What follows belongs to an exercise in optimizing a design on an open flow for small area, a short achievable clock period and few clock cycles per item; a production flow would make more cautious choices. The RTL was checked by simulation tests, not by an equivalence proof against the original design. No activity file was given, so power comes from the tool's default toggle rates.

==> run E <==
// game2048_top
module game2048_top (
    input  logic                  clk,
    input  logic                  reset,
    input  logic                  psel,
    input  logic                  penable,
    input  logic                  pwrite,
    input  game_pkg::apb_addr_t   paddr,
    input  game_pkg::apb_data_t   pwdata,
    output game_pkg::apb_data_t   prdata,
    output logic                  pready,
    output logic                  pslverr
);
    game_pkg::board_t       board;
    game_pkg::board_t       next_board;
    game_pkg::board_t       merged;
    game_pkg::dir_t         dir;
    game_pkg::dir_t         perm_dir;
    game_pkg::pos_t         pos;
    game_pkg::pos_t         slot;
    game_pkg::prob_t        prob;
    game_pkg::move_count_t  move_count;
    logic                   merging;     
    logic                   restoring;   
    logic                   pending;     
    logic                   busy;
    logic                   movable_q;
    logic                   spawned_q;
    logic [3:0]             line_moved;
    logic                   movable;
    logic                   spawned;
    logic [15:0]            merged_zero;
    logic [15:0]            count_carry;     
    logic access, start;
    logic row_hit, cmd_hit, status_hit, mapped;
    logic [5:0] sel_d, sel_q;    
    logic       wr_q;
    logic       err_d, err_q;
  ...
==> module merge_engine, before the edit <==
module merge_engine (
    input  game_pkg::line_t line_in,
    output game_pkg::line_t line_out,
    output logic [3:0]      out_zero,    
    output logic            moved
);
    game_pkg::cell_t c [4];
    game_pkg::cell_t s [4];
    game_pkg::cell_t y, inc_a, inc_b;
    logic iy, take1;
    game_pkg::cell_t o [4];
    logic [3:0] nz;
    logic [3:0] ns;      
    logic [2:0] top;     
    logic e01, e02, e03, e12, e13, e23;
    logic m01, m12, m23, gap;
    always_comb begin
        for (int i = 0; i < 4; i++) begin
            c[i]  = line_in[i*5 +: 5];
            nz[i] = (c[i] != '0);
        end
        e01 = (c[0] == c[1]);
        e02 = (c[0] == c[2]);
        e03 = (c[0] == c[3]);
        e12 = (c[1] == c[2]);
        e13 = (c[1] == c[3]);
        e23 = (c[2] == c[3]);
        s[0] = nz[0] ? c[0] : nz[1] ? c[1] : nz[2] ? c[2] : c[3];
        s[1] = (nz[0] && nz[1]) ? c[1] :
               ((nz[0] || nz[1]) && nz[2]) ? c[2] :
               ((nz[0] || nz[1] || nz[2]) ? c[3] : 5'd0);
        s[2] = (nz[0] && nz[1] && nz[2]) ? c[2] :
               (((nz[0] && nz[1]) || (nz[0] && nz[2]) || (nz[1] && nz[2])) ? c[3] : 5'd0);
        s[3] = (nz[0] && nz[1] && nz[2]) ? c[3] : 5'd0;
        ns[0] = |nz;
        ns[1] = (nz[0] && (nz[1] || nz[2] || nz[3])) || (nz[1] && (nz[2] || nz[3])) ||
                (nz[2] && nz[3]);
        ns[2] = (nz[0] && nz[1] && (nz[2] || nz[3])) || (nz[2] && nz[3] && (nz[0] || nz[1]));
        ns[3] = &nz;
        for (int k = 0; k < 3; k++) top[k] = &s[k];
        m01 = nz[0] ? (nz[1] ? e01 : nz[2] ? e02 : e03) :
              nz[1] ? (nz[2] ? e12 : e13) :
              (nz[2] && e23);
        m12 = (nz[0] && nz[1] && (nz[2] ? e12 : e13)) ||
              ((nz[0] ^ nz[1]) && nz[2] && e23);
        m23 = nz[0] && nz[1] && nz[2] && e23;
        gap = (!nz[0] && (nz[1] || nz[2] || nz[3])) ||
              (!nz[1] && (nz[2] || nz[3])) ||
              (!nz[2] && nz[3]);
        take1 = m12 && !m01;
        y     = take1 ? s[1] : s[2];
        iy    = take1 || m23;
        inc_a = s[0] + {4'd0, m01};
        inc_b = y + {4'd0, iy};
        o[0] = inc_a;
        o[1] = (m01 || m12) ? inc_b : s[1];
        o[2] = m01 ? (m23 ? 5'd0 : s[3]) : (m12 ? s[3] : inc_b);
        o[3] = (m01 || m12 || m23) ? 5'd0 : s[3];
        out_zero[0] = m01 ? top[0] : !ns[0];
        out_zero[1] = m01 ? (m23 ? top[2] : !ns[2]) : (m12 ? top[1] : !ns[1]);
        out_zero[2] = m01 ? (m23 || !ns[3]) : (m12 ? !ns[3] : (m23 ? top[2] : !ns[2]));
        out_zero[3] = m01 || m12 || m23 || !ns[3];
        for (int i = 0; i < 4; i++) line_out[i*5 +: 5] = o[i];
        moved = m01 || m12 || m23 || gap;
    end
endmodule
Settings: LEC_CHECK=0, CAP_MARGIN=20, CORE_MARGIN=2, CORE_UTILIZATION=40, SETUP_SLACK_MARGIN=5, SLEW_MARGIN=20; clock period 9.0 ns.
standard.sh (not shown) runs the stock make flow with config.mk's settings and CLKGATE_MAP_FILE= SYNTH_SCRIPT=/design/flow/synth_recipe.tcl, a recipe that flattens the netlist after the stock synthesis.
==> flow/flow/run.sh <==
#!/bin/bash
set -euo pipefail
W=$(pwd)
{
  cat <<'TCL'
# map the logic with the script named by MY_ABC_SCRIPT instead of ORFS's
proc abc {args} {
  set new {}
  set skip 0
  foreach a $args {
    if {$skip} { set skip 0; lappend new $::env(MY_ABC_SCRIPT); continue }
    if {$a eq "-script"} { set skip 1 }
    lappend new $a
  }
  yosys abc {*}$new
}
TCL
  cat "$W/synth_recipe.tcl"
} > "$W/own_synth.tcl"
sed "s|SYNTH_SCRIPT=[^ ]*synth_recipe.tcl|SYNTH_SCRIPT=$W/own_synth.tcl|" "$W/standard.sh" > "$W/own_standard.sh"
grep -q own_synth.tcl "$W/own_standard.sh"
export MY_ABC_SCRIPT="$W/flow/abc_area.script"
bash "$W/own_standard.sh" ADDER_MAP_FILE= SETUP_SLACK_MARGIN=5.3 \
  "BUFFER_PORTS_ARGS=-buffer_cell sky130_fd_sc_hd__buf_1" finish > "$W/own_flow.log" 2>&1
test -s "$W/out/final.def"
==> flow/flow/abc_area.script <==
strash
&get -n
&fraig -x
&put
scorr
dc2
strash
&get -n
&dch -f
&nf
&put
==> inputs of run X, as changes to run E <==
==> flow/design.v (replaced) <==
package game_pkg;
    localparam int CELL_BITS  = 5;
    localparam int LINE_CELLS = 4;
    localparam int NUM_LINES  = 4;
    localparam int LINE_BITS  = LINE_CELLS*CELL_BITS;
    typedef logic [CELL_BITS-1:0] cell_t;
    typedef logic [LINE_CELLS*CELL_BITS-1:0] line_t;
    typedef logic [NUM_LINES*LINE_CELLS*CELL_BITS-1:0] board_t;
    typedef logic [1:0] dir_t;
    typedef logic [3:0] pos_t;
    typedef logic [5:0] prob_t;
    typedef logic [1:0] line_idx_t;
    typedef logic [15:0] move_count_t;
    typedef logic [7:0] apb_addr_t;
    typedef logic [31:0] apb_data_t;
    typedef enum logic [1:0] {
        IDLE,
        LOAD,
        MERGE,
        STORE
    } move_state_t;
    localparam apb_addr_t ADDR_ROW0   = 8'h00;
    localparam apb_addr_t ADDR_ROW1   = 8'h04;
    localparam apb_addr_t ADDR_ROW2   = 8'h08;
    localparam apb_addr_t ADDR_ROW3   = 8'h0C;
    localparam apb_addr_t ADDR_CMD    = 8'h10;
    localparam apb_addr_t ADDR_STATUS = 8'h14;
    localparam cell_t SPAWN_FOUR = 5'd2;
    localparam cell_t SPAWN_TWO  = 5'd1;
endpackage
`timescale 1ns/1ns
module merge_engine (
    input  game_pkg::line_t line_in,
    output game_pkg::line_t line_out,
    output logic [3:0]      out_zero,    
    output logic            moved
);
    game_pkg::cell_t c [4];
    game_pkg::cell_t s [4];
    game_pkg::cell_t sp [3];
    game_pkg::cell_t o [4];
    logic [3:0] nz;
    logic [3:0] ns;      
    logic [2:0] top;     
    logic e01, e02, e03, e12, e13, e23;
    logic m01, m12, m23, gap;
    always_comb begin
        for (int i = 0; i < 4; i++) begin
            c[i]  = line_in[i*5 +: 5];
            nz[i] = (c[i] != '0);
        end
        e01 = (c[0] == c[1]);
        e02 = (c[0] == c[2]);
        e03 = (c[0] == c[3]);
        e12 = (c[1] == c[2]);
        e13 = (c[1] == c[3]);
        e23 = (c[2] == c[3]);
        s[0] = nz[0] ? c[0] : nz[1] ? c[1] : nz[2] ? c[2] : c[3];
        s[1] = (nz[0] && nz[1]) ? c[1] :
               ((nz[0] || nz[1]) && nz[2]) ? c[2] :
               ((nz[0] || nz[1] || nz[2]) ? c[3] : 5'd0);
        s[2] = (nz[0] && nz[1] && nz[2]) ? c[2] :
               (((nz[0] && nz[1]) || (nz[0] && nz[2]) || (nz[1] && nz[2])) ? c[3] : 5'd0);
        s[3] = (nz[0] && nz[1] && nz[2]) ? c[3] : 5'd0;
        ns[0] = |nz;
        ns[1] = (nz[0] && (nz[1] || nz[2] || nz[3])) || (nz[1] && (nz[2] || nz[3])) ||
                (nz[2] && nz[3]);
        ns[2] = (nz[0] && nz[1] && (nz[2] || nz[3])) || (nz[2] && nz[3] && (nz[0] || nz[1]));
        ns[3] = &nz;
        for (int k = 0; k < 3; k++) begin
            sp[k]  = s[k] + 5'd1;
            top[k] = &s[k];
        end
        m01 = nz[0] ? (nz[1] ? e01 : nz[2] ? e02 : e03) :
              nz[1] ? (nz[2] ? e12 : e13) :
              (nz[2] && e23);
        m12 = (nz[0] && nz[1] && (nz[2] ? e12 : e13)) ||
              ((nz[0] ^ nz[1]) && nz[2] && e23);
        m23 = nz[0] && nz[1] && nz[2] && e23;
        gap = (!nz[0] && (nz[1] || nz[2] || nz[3])) ||
              (!nz[1] && (nz[2] || nz[3])) ||
              (!nz[2] && nz[3]);
        o[0] = m01 ? sp[0] : s[0];
        o[1] = m01 ? (m23 ? sp[2] : s[2]) : (m12 ? sp[1] : s[1]);
        o[2] = m01 ? (m23 ? 5'd0 : s[3]) : (m12 ? s[3] : (m23 ? sp[2] : s[2]));
        o[3] = (m01 || m12 || m23) ? 5'd0 : s[3];
        out_zero[0] = m01 ? top[0] : !ns[0];
        out_zero[1] = m01 ? (m23 ? top[2] : !ns[2]) : (m12 ? top[1] : !ns[1]);
        out_zero[2] = m01 ? (m23 || !ns[3]) : (m12 ? !ns[3] : (m23 ? top[2] : !ns[2]));
        out_zero[3] = m01 || m12 || m23 || !ns[3];
        for (int i = 0; i < 4; i++) line_out[i*5 +: 5] = o[i];
        moved = m01 || m12 || m23 || gap;
    end
endmodule
`timescale 1ns/1ns
module game2048_top (
    input  logic                  clk,
    input  logic                  reset,
    input  logic                  psel,
    input  logic                  penable,
    input  logic                  pwrite,
    input  game_pkg::apb_addr_t   paddr,
    input  game_pkg::apb_data_t   pwdata,
    output game_pkg::apb_data_t   prdata,
    output logic                  pready,
    output logic                  pslverr
);
    game_pkg::board_t       board;
    game_pkg::board_t       permuted;
    game_pkg::board_t       merged;
    game_pkg::board_t       new_board;
    game_pkg::dir_t         dir;
    game_pkg::dir_t         perm_dir;
    game_pkg::pos_t         pos;
    game_pkg::pos_t         slot;
    game_pkg::prob_t        prob;
    game_pkg::move_count_t  move_count;
    logic                   merging;     
    logic                   restoring;   
    logic                   pending;     
    logic                   busy;
    logic                   movable_q;
    logic                   spawned_q;
    logic [3:0]             line_moved;
    logic                   movable;
    logic                   spawned;
    logic [15:0]            spawn_sel;
    logic [15:0]            merged_zero;
    logic access, wr, mapped, row_hit, cmd_hit, start;
    logic [5:0] sel_d, sel_q;    
    logic       err_d, err_q;
    assign busy    = merging || pending;
    assign pready  = 1'b1;
    assign access  = psel && penable;
    assign wr      = access && pwrite;
    assign cmd_hit = (paddr == game_pkg::ADDR_CMD);
    assign row_hit = (paddr[7:4] == 4'd0) && (paddr[1:0] == 2'd0);
    assign mapped  = row_hit || cmd_hit || (paddr == game_pkg::ADDR_STATUS);
    always_comb begin
        for (int r = 0; r < 4; r++) sel_d[r] = row_hit && (paddr[3:2] == 2'(r));
        sel_d[4] = cmd_hit;
        sel_d[5] = (paddr == game_pkg::ADDR_STATUS);
        err_d = !mapped || (pwrite && cmd_hit && !reset && (start || pending));
    end
    always_ff @(posedge clk) begin
        sel_q <= sel_d;
        err_q <= err_d;
    end
    always_comb begin
        prdata = '0;
        for (int r = 0; r < 4; r++) begin
            prdata[game_pkg::LINE_BITS-1:0] = prdata[game_pkg::LINE_BITS-1:0] |
                (board[r*game_pkg::LINE_BITS +: game_pkg::LINE_BITS] & {game_pkg::LINE_BITS{sel_q[r]}});
        end
        prdata[11:0] = prdata[11:0] | ({prob, pos, dir} & {12{sel_q[4]}});
        prdata = prdata | ({move_count, 13'b0, spawned_q, movable_q, busy} & {32{sel_q[5]}});
    end
    assign pslverr = err_q;
    assign start   = wr && cmd_hit && !busy;
    assign perm_dir = (restoring || pending) ? dir : (start ? pwdata[1:0] : 2'd0);
    for (genvar k = 0; k < 4; k++) begin : g_perm
        for (genvar j = 0; j < 4; j++) begin : g_slot
            always_comb begin
                case (perm_dir)
                    2'd0:    permuted[(4*k+j)*5 +: 5] = board[(4*k+j)*5 +: 5];
                    2'd1:    permuted[(4*k+j)*5 +: 5] = board[(4*j+k)*5 +: 5];
                    2'd2:    permuted[(4*k+j)*5 +: 5] = board[(4*k+3-j)*5 +: 5];
                    default: permuted[(4*k+j)*5 +: 5] = board[(15-4*j-k)*5 +: 5];
                endcase
            end
        end
    end
    for (genvar k = 0; k < 4; k++) begin : g_line
        merge_engine u_merge (
            .line_in  (board[k*game_pkg::LINE_BITS +: game_pkg::LINE_BITS]),
            .line_out (merged[k*game_pkg::LINE_BITS +: game_pkg::LINE_BITS]),
            .out_zero (merged_zero[4*k +: 4]),
            .moved    (line_moved[k])
        );
    end
    assign movable = |line_moved;
    always_comb begin
        case (dir)
            2'd0:    slot = pos;
            2'd1:    slot = {pos[1:0], pos[3:2]};
            2'd2:    slot = {pos[3:2], ~pos[1:0]};
            default: slot = {~pos[1:0], ~pos[3:2]};
        endcase
    end
    always_comb begin
        spawned = 1'b0;
        for (int i = 0; i < 16; i++) begin
            spawn_sel[i] = movable && (slot == 4'(i)) && merged_zero[i];
            spawned = spawned | spawn_sel[i];
            new_board[i*5 +: 5] = merged[i*5 +: 5] |
                (spawn_sel[i] ? ((prob == '0) ? game_pkg::SPAWN_FOUR : game_pkg::SPAWN_TWO) : 5'd0);
        end
    end
    always_ff @(posedge clk) begin
        if (reset) begin
            board      <= '0;
            dir        <= '0;
            pos        <= '0;
            prob       <= '0;
            merging    <= 1'b0;
            restoring  <= 1'b0;
            pending    <= 1'b0;
            movable_q  <= 1'b0;
            spawned_q  <= 1'b0;
            move_count <= '0;
        end else begin
            merging   <= (start && !restoring) || pending;
            restoring <= merging;
            pending   <= start && restoring;
            if (merging) begin
                board     <= new_board;
                movable_q <= movable;
                spawned_q <= spawned;
                if (movable) move_count <= move_count + 1'b1;
            end else if (wr && row_hit && !restoring && !pending) begin
                board[paddr[3:2]*game_pkg::LINE_BITS +: game_pkg::LINE_BITS] <=
                    pwdata[game_pkg::LINE_BITS-1:0];
            end else begin
                board <= permuted;
            end
            if (start) begin
                dir  <= pwdata[1:0];
                pos  <= pwdata[5:2];
                prob <= pwdata[11:6];
            end
        end
    end
endmodule
==> flow/run.sh (new file) <==
#!/bin/bash
# synth_recipe.tcl (not shown) runs the flow's synth.tcl, then flattens the netlist and writes it again
# the make line also repeats each setting of config.mk as NAME=value (left out here)
make -C /OpenROAD-flow-scripts/flow DESIGN_CONFIG=/design/flow/config.mk WORK_HOME=/design/flow/orfs CLKGATE_MAP_FILE= SYNTH_SCRIPT=/design/flow/synth_recipe.tcl finish
==> flow/config.mk (replaced) <==
export PLATFORM = sky130hd
export DESIGN_NAME = game2048_top
export DESIGN_NICKNAME = game2048_top
export VERILOG_FILES = /design/flow/design.v
export SDC_FILE = /design/flow/constraint.sdc
export NUM_CORES = 4
export LEC_CHECK = 0
export CAP_MARGIN = 20
export CORE_MARGIN = 2
export CORE_UTILIZATION = 40
export SETUP_SLACK_MARGIN = 4.0
export SLEW_MARGIN = 20
removed: flow/flow/run.sh
removed: flow/flow/abc_area.script
removed: flow/standard.sh
==> inputs of run Y, as changes to run E <==
--- a/flow/design.v
+++ b/flow/design.v
@@ -32,18 +32,17 @@
 module merge_engine (
     input  game_pkg::line_t line_in,
     output game_pkg::line_t line_out,
     output logic [3:0]      out_zero,    
     output logic            moved
 );
     game_pkg::cell_t c [4];
     game_pkg::cell_t s [4];
-    game_pkg::cell_t y, inc_a, inc_b;
-    logic iy, take1;
+    game_pkg::cell_t sp [3];
     game_pkg::cell_t o [4];
     logic [3:0] nz;
     logic [3:0] ns;      
     logic [2:0] top;     
     logic e01, e02, e03, e12, e13, e23;
     logic m01, m12, m23, gap;
     always_comb begin
         for (int i = 0; i < 4; i++) begin
@@ -63,34 +62,32 @@
         s[2] = (nz[0] && nz[1] && nz[2]) ? c[2] :
                (((nz[0] && nz[1]) || (nz[0] && nz[2]) || (nz[1] && nz[2])) ? c[3] : 5'd0);
         s[3] = (nz[0] && nz[1] && nz[2]) ? c[3] : 5'd0;
         ns[0] = |nz;
         ns[1] = (nz[0] && (nz[1] || nz[2] || nz[3])) || (nz[1] && (nz[2] || nz[3])) ||
                 (nz[2] && nz[3]);
         ns[2] = (nz[0] && nz[1] && (nz[2] || nz[3])) || (nz[2] && nz[3] && (nz[0] || nz[1]));
         ns[3] = &nz;
-        for (int k = 0; k < 3; k++) top[k] = &s[k];
+        for (int k = 0; k < 3; k++) begin
+            sp[k]  = s[k] + 5'd1;
+            top[k] = &s[k];
+        end
         m01 = nz[0] ? (nz[1] ? e01 : nz[2] ? e02 : e03) :
               nz[1] ? (nz[2] ? e12 : e13) :
               (nz[2] && e23);
         m12 = (nz[0] && nz[1] && (nz[2] ? e12 : e13)) ||
               ((nz[0] ^ nz[1]) && nz[2] && e23);
         m23 = nz[0] && nz[1] && nz[2] && e23;
         gap = (!nz[0] && (nz[1] || nz[2] || nz[3])) ||
               (!nz[1] && (nz[2] || nz[3])) ||
               (!nz[2] && nz[3]);
-        take1 = m12 && !m01;
-        y     = take1 ? s[1] : s[2];
-        iy    = take1 || m23;
-        inc_a = s[0] + {4'd0, m01};
-        inc_b = y + {4'd0, iy};
-        o[0] = inc_a;
-        o[1] = (m01 || m12) ? inc_b : s[1];
-        o[2] = m01 ? (m23 ? 5'd0 : s[3]) : (m12 ? s[3] : inc_b);
+        o[0] = m01 ? sp[0] : s[0];
+        o[1] = m01 ? (m23 ? sp[2] : s[2]) : (m12 ? sp[1] : s[1]);
+        o[2] = m01 ? (m23 ? 5'd0 : s[3]) : (m12 ? s[3] : (m23 ? sp[2] : s[2]));
         o[3] = (m01 || m12 || m23) ? 5'd0 : s[3];
         out_zero[0] = m01 ? top[0] : !ns[0];
         out_zero[1] = m01 ? (m23 ? top[2] : !ns[2]) : (m12 ? top[1] : !ns[1]);
         out_zero[2] = m01 ? (m23 || !ns[3]) : (m12 ? !ns[3] : (m23 ? top[2] : !ns[2]));
         out_zero[3] = m01 || m12 || m23 || !ns[3];
         for (int i = 0; i < 4; i++) line_out[i*5 +: 5] = o[i];
         moved = m01 || m12 || m23 || gap;
     end
--- a/flow/flow/run.sh
+++ b/flow/flow/run.sh
@@ -15,11 +15,11 @@
   yosys abc {*}$new
 }
 TCL
   cat "$W/synth_recipe.tcl"
 } > "$W/own_synth.tcl"
 sed "s|SYNTH_SCRIPT=[^ ]*synth_recipe.tcl|SYNTH_SCRIPT=$W/own_synth.tcl|" "$W/standard.sh" > "$W/own_standard.sh"
 grep -q own_synth.tcl "$W/own_standard.sh"
 export MY_ABC_SCRIPT="$W/flow/abc_area.script"
-bash "$W/own_standard.sh" ADDER_MAP_FILE= SETUP_SLACK_MARGIN=5.3 \
+bash "$W/own_standard.sh" ADDER_MAP_FILE= SETUP_SLACK_MARGIN=5.5 \
   "BUFFER_PORTS_ARGS=-buffer_cell sky130_fd_sc_hd__buf_1" finish > "$W/own_flow.log" 2>&1
 test -s "$W/out/final.def"
==> qor summary <==
|  | run X | run Y | run E |
|---|---|---|---|
| Result of the run | complete, no violations | complete, no violations | complete, no violations |
| Most Frequent Cell on Critical Path | sky130_fd_sc_hd__a21oi_1 | sky130_fd_sc_hd__buf_4 | sky130_fd_sc_hd__and4_4 |
| Initial antenna violation count | 1 | 0 | 1 |
| Switching power total | 445 µW | 366 µW | 336 µW |
| Fraction of layout instances using a drive strength above 1 | 0.0931 | 0.238 | 0.171 |
| Largest fanout of any net on the critical path | 42 | 10 | 7 |
| Sequential cell area | 0.00241 mm² | 0.00255 mm² | 0.00252 mm² |
| Areal power density over the cells | 85.3 mW/mm² | 92.9 mW/mm² | 106 mW/mm² |
| Total setup buffers inserted after CTS | 8 | 57 | 31 |
| Chip height | 203 µm | 164 µm | 162 µm |
| Required time worst endpoint | 9.38 ns | 9.39 ns | 9.33 ns |
| Met1 routing resource usage after global routing | 0.515 | 0.504 | 0.490 |
| DP Worst Slack | 2.76 ns | 4.04 ns | 4.17 ns |
| Detailed-routed wire length on met3 | 11.7 mm | 7.94 mm | 6.92 mm |
Testbench counts of run E, summed over its fixed seeds: cycles 39,168, moves 6,144.
Testbench counts of run X, summed over its fixed seeds: cycles 39,168, moves 6,144.
Testbench counts of run Y, summed over its fixed seeds: cycles 39,168, moves 6,144.

[port drivers added, routing unchanged]
How much do the figures lean on ideal ports? The routed layouts below were timed once more, with nothing changed but the port constraints. Step 1 (the two cells are an assumption about what drives the block):
set clk [get_ports {clk}]
set_driving_cell -lib_cell sky130_fd_sc_hd__clkbuf_16 $clk
set_driving_cell -lib_cell sky130_fd_sc_hd__buf_2 [delete_from_list [all_inputs] $clk]
Step 2, shift: input delay + t, output delay - t, t = (earliest + latest rising clock arrival at the registers) / 2. This alone moves slack from input paths to output paths. Three values: ideal, step 1, step 2; two values: the first two.
| run | t (ns) | slack for setup (ns) | worst setup path at the end | worst data-port slew with drivers (ns) | cell pins on the clock port's net |
|---|---|---|---|---|---|
| run E | 0.482 | 5.146 / 5.146 / 4.782 | input to register | 0.03 | 1 |
| run X | 0.516 | 3.958 / 3.994 / 3.478 | input to register | 0.03 | 1 |
| run Y | 0.483 | 5.164 / 5.164 / 5.015 | input to register | 0.03 | 1 |
After both steps setup and hold are still met in every run listed. For run X, which loses most, drivers alone change the setup slack by +0.036 ns; drivers and shift together by -0.480 ns.
